What follows belongs to an exercise in optimizing a design on an open flow for small area and a short achievable clock period; a production flow would make more cautious choices.
No functional check of the RTL was part of this run.
No activity file was given, so power comes from the tool's default toggle rates.

<file path="constraint.sdc">
create_clock -name core_clock -period 12.0 [get_ports {clk}]
set_input_delay 2.4000 -clock core_clock [delete_from_list [all_inputs] [get_ports {clk}]]
set_output_delay 2.4000 -clock core_clock [all_outputs]
set_load 0.01 [all_outputs]
</file>
<file path="config.mk">
export PLATFORM = sky130hd
export DESIGN_NAME = fp_result_drain_top
export DESIGN_NICKNAME = fp_result_drain_top
export VERILOG_FILES = /design/flow/design.v
export SDC_FILE = /design/flow/constraint.sdc
export NUM_CORES = 4
export LEC_CHECK = 0
export CAP_MARGIN = 20
export CORE_MARGIN = 2
export CORE_UTILIZATION = 30
export SLEW_MARGIN = 20
</file>
<file path="design.v">
module fp_result_drain #(
  parameter int BIT_VEC_SIZE = 128,
  parameter int BIT_VEC_SIZE_LOG = 7,
  parameter int INPUTS = 2,
  parameter int FIFO_DEPTH = 4,
  parameter int LANE_W = (INPUTS > 1) ? $clog2(INPUTS) : 1
) (
  input logic clk,
  input logic rst,
  input logic [INPUTS-1:0][BIT_VEC_SIZE-1:0] in,
  input logic [INPUTS-1:0] valid_in,
  output logic [BIT_VEC_SIZE_LOG-1:0] id_out,
  output logic [LANE_W-1:0] lane_out,
  output logic last_out,
  output logic valid_out,
  input logic ready_in,
  output logic overflow,
  output logic busy,
  output logic [BIT_VEC_SIZE_LOG:0] count_out,
  output logic count_valid
);
  localparam int N = BIT_VEC_SIZE;
  localparam int LG = BIT_VEC_SIZE_LOG;
  logic [1:0][3:0][N-1:0] mem_q;
  logic [1:0][1:0] wp_q, rp_q;
  logic [1:0][2:0] n_q;
  logic [1:0][2:0] n_d;
  logic [1:0] ne, full, pop, we, push;
  logic rr_q, sel, any_ne, load;
  logic emit_q, has_q, last_q, cv_q, ovf_q, busy_q, lane_q;
  logic [LG-1:0] id_q;
  logic [N-1:0] rest_q;
  logic [LG:0] cnt_q;
  always_comb begin
    for (int l = 0; l < 2; l++) begin
      ne[l] = n_q[l] != 3'd0;
      full[l] = n_q[l][2];
    end
    any_ne = ne[0] | ne[1];
    sel = ne[rr_q] ? rr_q : ~rr_q;
    load = ~emit_q & any_ne;
    for (int l = 0; l < 2; l++) begin
      pop[l] = load & (sel == l[0]);
      we[l] = ~full[l] | pop[l];
      push[l] = valid_in[l] & we[l];
      n_d[l] = n_q[l] + {2'b0, push[l]} - {2'b0, pop[l]};
    end
  end
  always_ff @(posedge clk) begin
    for (int l = 0; l < 2; l++)
      for (int k = 0; k < 4; k++)
        if (we[l] && wp_q[l] == k[1:0]) mem_q[l][k] <= in[l];
  end
  logic [N-1:0] src;
  always_comb begin
    src = emit_q ? rest_q : '0;
    for (int l = 0; l < 2; l++)
      for (int k = 0; k < 4; k++)
        if (load && sel == l[0] && rp_q[l] == k[1:0]) src = src | mem_q[l][k];
  end
  logic [N-1:0] pl [0:LG];
  assign pl[0] = src;
  for (genvar k = 0; k < LG; k++) begin : g_pfx
    for (genvar i = 0; i < N; i++) begin : g_bit
      if (i & (1 << k)) begin : g_or
        assign pl[k+1][i] = pl[k][i] | pl[k][((i >> k) << k) - 1];
      end else begin : g_pass
        assign pl[k+1][i] = pl[k][i];
      end
    end
  end
  logic [N-1:0] pfx, clr;
  assign pfx = pl[LG];
  assign clr = src & {pfx[N-2:0], 1'b0};
  logic any, multi;
  assign any = pfx[N-1];
  assign multi = |clr;
  logic [LG-1:0] idx;
  always_comb begin
    idx = '0;
    for (int i = N - 1; i >= 0; i--) if (src[i]) idx = LG'(i);
  end
  logic upd, adv, fin;
  assign upd = load | ready_in;
  assign adv = has_q & ready_in;
  assign fin = emit_q & (~has_q | (ready_in & last_q));
  always_ff @(posedge clk) begin
    if (upd) begin
      rest_q <= clr;
      id_q <= idx;
      last_q <= ~multi;
    end
    if (load) lane_q <= sel;
    if (load) cnt_q <= '0;
    else if (adv) cnt_q <= cnt_q + 1'b1;
  end
  always_ff @(posedge clk or negedge rst) begin
    if (!rst) begin
      emit_q <= 1'b0;
      has_q <= 1'b0;
      cv_q <= 1'b0;
      ovf_q <= 1'b0;
      busy_q <= 1'b0;
      rr_q <= 1'b0;
      wp_q <= '0;
      rp_q <= '0;
      n_q <= '0;
    end else begin
      emit_q <= load | (emit_q & ~fin);
      has_q <= load ? any : (has_q & ~(ready_in & last_q));
      cv_q <= fin;
      ovf_q <= ovf_q | (valid_in[0] & ~we[0]) | (valid_in[1] & ~we[1]);
      busy_q <= (n_d[0] != 3'd0) | (n_d[1] != 3'd0) | load | (emit_q & ~fin);
      if (load) rr_q <= ~sel;
      for (int l = 0; l < 2; l++) begin
        if (push[l]) wp_q[l] <= wp_q[l] + 2'd1;
        if (pop[l]) rp_q[l] <= rp_q[l] + 2'd1;
      end
      n_q <= n_d;
    end
  end
  assign valid_out = has_q;
  assign id_out = id_q;
  assign lane_out = lane_q;
  assign last_out = last_q;
  assign overflow = ovf_q;
  assign busy = busy_q;
  assign count_out = cnt_q;
  assign count_valid = cv_q;
endmodule
module fp_result_drain_top (
  input  logic         clk,
  input  logic         rst,
  input  logic [255:0] in_vec,
  input  logic [1:0]   valid_in,
  input  logic         ready_in,
  output logic [6:0]   id_out,
  output logic         lane_out,
  output logic         last_out,
  output logic         valid_out,
  output logic         overflow,
  output logic         busy,
  output logic [7:0]   count_out,
  output logic         count_valid
);
  fp_result_drain #(.BIT_VEC_SIZE(128), .BIT_VEC_SIZE_LOG(7), .INPUTS(2), .FIFO_DEPTH(4))
    u_drain (
      .clk(clk), .rst(rst), .in(in_vec), .valid_in(valid_in), .id_out(id_out),
      .lane_out(lane_out), .last_out(last_out), .valid_out(valid_out), .ready_in(ready_in),
      .overflow(overflow), .busy(busy), .count_out(count_out), .count_valid(count_valid)
    );
endmodule
</file>
<file path="run.sh">
#!/bin/bash
# synth_recipe.tcl (not shown) runs the flow's synth.tcl, then flattens the netlist and writes it again
# the make line also repeats each setting of config.mk as NAME=value (left out here)
make -C /OpenROAD-flow-scripts/flow DESIGN_CONFIG=/design/flow/config.mk WORK_HOME=/design/flow/orfs CLKGATE_MAP_FILE= SYNTH_SCRIPT=/design/flow/synth_recipe.tcl finish
</file>
==> impl_metrics.tcl <==
set metrics [dict create \
    htreeDepth 3 \
    hold_viol_final 0 \
    fin_util 0.3633 \
    finalCritPeriodShare 0.6178 \
    fp-row-count 145 \
    synth_fp_nets 3327 \
    holdCritPathClass "flip-flop to flip-flop" \
    tightest_slew_ns 1.108 \
    grt_pass1_vias 30380 \
    ir_worst_vdd_v 0.0001857 \
    layout_common_cells "edfxtp_1 (1160), clkdlybuf4s50_1 (280), a22oi_1 (248)" \
    core_um2 156800 \
    hold_ws_ns 0.5229 \
    setup_viol 0 \
    start_util 0.3028 \
    drc 0 \
    path_clk_slew_ns 0.06 \
    detail-route-antenna-nets 0 \
    power_leakage_nw 18.26 \
    cp.required_ns 12.58 \
    final-instance-count-excl-fill 5512 \
    cts_tree "built" \
    grt_max_degree 74 \
    dieArea_um2 161400 \
    ys.warnings.count 2 \
    ys.flop_type "edfxtp_1" \
    antenna_found_initial 32 \
    numCtsBuffers 121 \
    drive_gt1_frac 0.09457 \
    track_usage 0.2123 \
    insertion_delay_ns 0.78 \
    gp_congestion 0.9956 \
    maxSlewViolCount 0 \
    postCtsSetupRepairBufs 0 \
    synth_cell_type_count 86 \
    place_ws_ns 4.635 \
    die_x_um 401.8 \
    grt_pass1_wl_um 244200 \
    detail_route.wl_per_cell_um 31.97 \
    rsz0062_at_grt "no" \
    via_count 31560 \
    clock_skew_ns 0.06031 \
    crit_path_top_delay_cell "nor3b_1" \
    dp_hpwl_um 122300 \
    area_delta_synth_final_pct 19.95 \
    routed_via_density 5.725 \
    yosysSeqAreaShare 0.7477 \
    worst_ep_arrival_time_ns 7.99 \
    worstPathCellList "buf_4 > nor2b_1 > o211a_1 > buf_4 > a22o_1 > nor3b_1 > nand3_1 > nand4b_1 > nor4_2 > nand3_1 > nor2_1 > a31oi_1 > nor2_1 > nand4_1 > nor4_2" \
    die_height_um 401.8 \
    wirelength_um 176200 \
    async_flop_share 0.01684 \
    synth-seq-cells 1188 \
    critPathMaxFanout 64 \
    cts_hold_buf 0 \
    path_class "flip-flop to flip-flop" \
    synth_edf_count 1160 \
    post-place-cells 5281 \
    syn-cell-area_um2 47470 \
    ioPinCount 282 \
    cts_buffer_depth 3 \
    cts.sink_count 1188 \
    fin_crit_ns 7.413 \
    pwr_density_cell_nw_per_um2 309.5 \
    drv_cap 0 \
    syn_area_per_cell_um2 15.60 \
    root_buffer "clkbuf_16" \
    startpoint_type "flip-flop" \
    fin_tns_setup_ns 0 \
    fmax_mhz 134.9 \
    status "timing/DRC/antenna clean" \
    grt_overflow 0 \
    slew-limit-headroom 0.2569 \
    cp-end-kind "flip-flop" \
    final_nets 3631 \
    fin_ws_ns 4.587 \
    max_stage_delay_ns 0.76 \
    final_common_cell "edfxtp_1" \
    cts_resized 0 \
    firstDrtPassIters 9 \
    syn_inst 3043 \
    drt_iter0_markers 4391 \
    port_buffers 281 \
]
==> power breakdown <==
part           leakage [nW]  internal, W  switching (W)
clock                  1.89      0.00214        0.00161
sequential             11.1      0.00628       0.000470
combinational          5.22      0.00187        0.00525
==> critical path, delay by kind of cell (launching register included) <==
kind | cells | cell delay [ns]
simple gates | 10 | 4.21
compound gates | 3 | 1.02
buf+inv | 2 | 1.14
flops | 1 | 0.74
==> per-stage QoR <==
stage          instance area (um^2)  total power (W)
2_1_floorplan                 47470          0.01049
3_3_place_gp                  53000          0.01378
3_5_place_dp                  53000          0.01377
4_1_cts                       56910          0.01754
5_1_grt                       56930          0.01824
6_report                      56940          0.01762
==> routing by layer <==
layer / GRT usage / vias up / routed length, um
li1: - / 13300 / -
met1: 0.2867 / 16220 / 71910
met2: 0.3387 / 1737 / 82510
met3: 0.04825 / 258 / 16080
met4: 0.06813 / 36 / 5512
met5: 0 / - / 213
==> sequential cells by signal, summed over array words and instances (netlist names), 4 cells and up <==
register	flops
u_drain.cnt_q	8
u_drain.id_q	7
u_drain.mem_q	1024
u_drain.n_q	6
u_drain.rest_q	127
u_drain.rp_q	4
u_drain.wp_q	4
==> layout make-up <==
cell class / count / area (um^2)
Fill cell: 14790 / 99810
Inverter: 39 / 146.4
Antenna cell: 7 / 17.52
Tap cell: 2058 / 2575
Clock inverter: 64 / 688.2
Sequential cell: 1188 / 35500
Multi-Input combinational cell: 1615 / 11210
Clock buffer: 159 / 3223
Timing Repair Buffer: 382 / 3588
==> kinds of logic after synthesis <==
| logic type | synth area share |
|---|---|
| flip-flops | 0.7477 |
| AND/OR/NAND/NOR | 0.06953 |
| AO/OA/AOI/OAI | 0.1523 |
| buffers and inverters | 0.02072 |
| adder cells (fa/ha/maj) | 0.006800 |
| multiplexers | 0.0002109 |
| XOR/XNOR | 0.002767 |
==> synthesized netlist by cell type (all sizes together), types with 21 or more instances <==
master   instances  share of area
a221oi          74          0.014
a22oi          248          0.039
and3            35         0.0046
edfxtp        1160           0.73
a22o            71          0.013
nor3            45         0.0050
o21ai           58         0.0061
o2111ai         26         0.0048
and2            43         0.0057
a211oi          34         0.0054
a222oi          71          0.015
buf             91         0.0089
a221o           28         0.0059
nand4           41         0.0054
a21oi          111          0.012
inv             38         0.0030
nand3           49         0.0052
clkbuf         110         0.0087
nor2           123         0.0099
ha              21         0.0055
nand2          173          0.014
a2111oi         35         0.0065
a31oi           33         0.0043
nor4            33         0.0049
==> worst paths after layout <==
| kind | from | end | slack [ns] | depth (start not counted) |
|---|---|---|---|---|
| worst max-delay path | u_drain.emit_q | u_drain.last_q | 4.59 | 15 |
| worst min-delay path | u_drain.cnt_q[7] | u_drain.cnt_q[7] | 0.52 | 2 |
| worst max register to register | u_drain.emit_q | u_drain.last_q | 4.59 | 15 |
| worst min register to register | u_drain.cnt_q[7] | u_drain.cnt_q[7] | 0.52 | 2 |
| max in group asynchronous | rst | u_drain.emit_q | 9.96 | 1 |
| min in group asynchronous | rst | u_drain.busy_q | 1.60 | 1 |

[re-timing with driven ports]
The results above use ideal ports. As a check the final layout listed here was re-extracted and re-timed, cells and wires unchanged.
Step 1: set_driving_cell puts a clkbuf_16 on clk and a buf_2 on each other input, an assumption about the parent block.
Step 2 times the ports against the registers' clock, not the clock port: input delays grow and output delays shrink by t, the midpoint of the rising clock arrivals with the driver on.
Three values: ideal, step 1, step 2; two values: the first two.
t, ns: 0.830
setup slack, ns: 4.587 / 4.587 / 4.587
latest minus earliest clock arrival (ns): 0.061 / 0.060
worst register clock-pin slew, ns: 0.07 / 0.07
pins driven straight from the clock port: 1
After both steps setup and hold are still met in this run. The setup slack of this run moves by 0.000 ns with the drivers and by 0.000 ns with both steps.
